This is an optimization exercise on Yosys and OpenROAD, whose aim is small area, a short achievable clock period and few clock cycles per item, not a production implementation. The RTL was checked by simulation tests, not by an equivalence proof against the original design.

cedar:
==> flow/design.v (excerpt) <==
module rgb_to_hsv_converter_top (
  input  logic        clk,
  input  logic        rst,
  input  logic        push,
  input  logic [31:0] pixel,
  output logic        full,
  output logic        empty,
  input  logic        pop,
  output logic [39:0] hsv
);
  logic en;
  logic s1_vld;
  logic [7:0] s1_alpha;
  logic [7:0] s1_mx;
  logic [7:0] s1_d;
  logic s1_hq;
  logic [7:0] s1_hr;
  logic [1:0] s1_m3;
  logic s2_vld;
  logic [7:0] s2_alpha;
  logic [7:0] s2_mx;
  logic [7:0] s2_d;
  logic [2:0] s2_hq;
  logic [7:0] s2_hr;
  logic [1:0] s2_m3;
  logic s3_vld;
  logic [7:0] s3_alpha;
  logic [7:0] s3_mx;
  logic [7:0] s3_d;
  logic [4:0] s3_hq;
  logic [7:0] s3_hr;
  logic [1:0] s3_m3;
  logic s4_vld;
  logic [7:0] s4_alpha;
  logic [7:0] s4_mx;
  logic [7:0] s4_d;
  logic [6:0] s4_hq;
  logic [7:0] s4_hr;
  logic [1:0] s4_m3;
  logic [0:0] s4_lb;
  logic s5_vld;
  logic [7:0] s5_alpha;
  logic [7:0] s5_mx;
  logic [7:0] s5_d;
  logic [8:0] s5_hq;
  logic [7:0] s5_hr;
  logic [1:0] s5_m3;
  logic [7:0] s5_sr;
  logic s5_sq;
  logic [1:0] s5_lb;
  logic s6_vld;
  logic [7:0] s6_alpha;
  logic [7:0] s6_mx;
  logic [7:0] s6_d;
  logic [10:0] s6_hq;
  logic [7:0] s6_hr;
  logic [1:0] s6_m3;
  logic [7:0] s6_sr;
  logic [2:0] s6_sq;
  logic [1:0] s6_lb;
  logic s7_vld;
  ...
make LEC_CHECK=0 CAP_MARGIN=20 CORE_MARGIN=2 CORE_UTILIZATION=55 CTS_BUF_LIST=sky130_fd_sc_hd__clkbuf_8 PLACE_DENSITY=0.8 SETUP_SLACK_MARGIN=4.0 SLEW_MARGIN=20 finish   # period 8.5 ns
run.sh (not shown) runs the stock make flow with config.mk's settings and CLKGATE_MAP_FILE= SYNTH_SCRIPT=/design/flow/synth_recipe.tcl, a recipe that flattens the netlist after the stock synthesis.
Testbench counts of cedar, summed over its fixed seeds: cycles 8,264, items 8,192.
Here is what was changed in the inputs of pine compared with cedar.
-- flow/config.mk --
<<< cedar, line 8
export CAP_MARGIN = 20
export CORE_MARGIN = 2
export CORE_UTILIZATION = 55
export CTS_BUF_LIST = sky130_fd_sc_hd__clkbuf_8
export PLACE_DENSITY = 0.8
export SETUP_SLACK_MARGIN = 4.0
export SLEW_MARGIN = 20
>>> pine, line 8
export CAP_MARGIN = 20
export CORE_MARGIN = 2
export CORE_UTILIZATION = 40
export CTS_BUF_LIST = sky130_fd_sc_hd__clkbuf_8
export SETUP_SLACK_MARGIN = 4.4
export SLEW_MARGIN = 20
Findings:
pine: all stages complete, timing, DRC and antenna checks passed
Wire length of pine exceeds that of cedar by a little under 10%.
Relative to cedar, design area has increased by 8.2% in pine.
Per the comparison of pine with cedar, post-layout worst setup margin rose by 0.14 ns, worst-case reg-to-reg path depth higher.

========
rgb_to_hsv_converter_top again, from the RTL that the note above started with.
Design rgb_to_hsv_converter_top, start of the top module:
module rgb_to_hsv_converter_top (
  input  logic        clk,
  input  logic        rst,
  input  logic        push,
  input  logic [31:0] pixel,
  output logic        full,
  output logic        empty,
  input  logic        pop,
  output logic [39:0] hsv
);
make LEC_CHECK=0 CAP_MARGIN=20 CORE_MARGIN=2 CORE_UTILIZATION=55 CTS_BUF_LIST=sky130_fd_sc_hd__clkbuf_8 PLACE_DENSITY=0.8 SETUP_SLACK_MARGIN=3.8 SLEW_MARGIN=20 finish   # period 8.5 ns
The first run passed the timing, design-rule and antenna checks.
Testbench counts at the start, summed over its fixed seeds: cycles 8,264, items 8,192.
Change:
CORE_UTILIZATION = 65   (was 55)
PLACE_DENSITY = 0.9   (was 0.8)
SETUP_SLACK_MARGIN = 4.0   (was 3.8)
The new run ran to the end with no violations.
Routed wire length goes up by 4.5%.
Area after synthesis is unchanged.

========
Starting RTL as in the previous note.
clock: 8.5 ns
lec_check: 0
cap_margin: 20
core_margin: 2
core_utilization: 40
cts_buf_list: sky130_fd_sc_hd__clkbuf_8
setup_slack_margin: 4.0
slew_margin: 20
Testbench counts at the start, summed over its fixed seeds: cycles 8,264, items 8,192.
==> next run, changes <==
CAP_MARGIN = 0   (was 20)
SLEW_MARGIN = 0   (was 20)
The new run finished with timing, DRC and antenna clean.
Core utilization went up by 0.15 points.
Die area is unchanged.
Maximum frequency went down by a few percent.
Area after synthesis stays the same.
Worst setup slack loses 100 ps.
Final area went up slightly.
Non-clock buffer count went up by 19.
Routed wire length went up slightly.

==> afterwards: timing with drivers on the ports <==
The flow's constraints put no driver on any port. The routed layouts listed below were extracted and timed again, unchanged, in two steps. Step 1 (the two cells are an assumption about what drives the block):
set clk [get_ports {clk}]
set_driving_cell -lib_cell sky130_fd_sc_hd__clkbuf_16 $clk
set_driving_cell -lib_cell sky130_fd_sc_hd__buf_2 [delete_from_list [all_inputs] $clk]
Step 2 moves the port delays by t, midway between the first and last clock arrival at a register: inputs arrive t later, outputs are due t later. That takes back most of the time a late clock gives input paths. Three values: ideal ports, drivers, drivers and shift; two values: the first two.
run | t (ns) | slack for setup (ns) | worst setup path after step 2 | latest minus earliest clock arrival (ns) | cell pins on the clock port's net
cedar | 0.677 | 4.163 / 4.163 / 3.531 | input to register | 0.035 / 0.035 | 1
pine | 0.696 | 4.304 / 4.304 / 3.789 | input to register | 0.028 / 0.028 | 1
the first run of note 2 | 0.697 | 3.890 / 3.866 / 3.335 | input to register | 0.040 / 0.040 | 1
the second run of note 2 | 0.672 | 3.941 / 3.941 / 3.522 | input to register | 0.045 / 0.045 | 1
the first run of note 3 | 0.708 | 4.057 / 4.057 / 3.481 | input to register | 0.031 / 0.031 | 1
the second run of note 3 | 0.697 | 3.956 / 3.956 / 3.499 | input to register | 0.035 / 0.034 | 1
After both steps setup and hold are still met in every run listed. The setup slack of cedar, which loses most, moves by 0.000 ns with the drivers and by -0.632 ns with both steps.
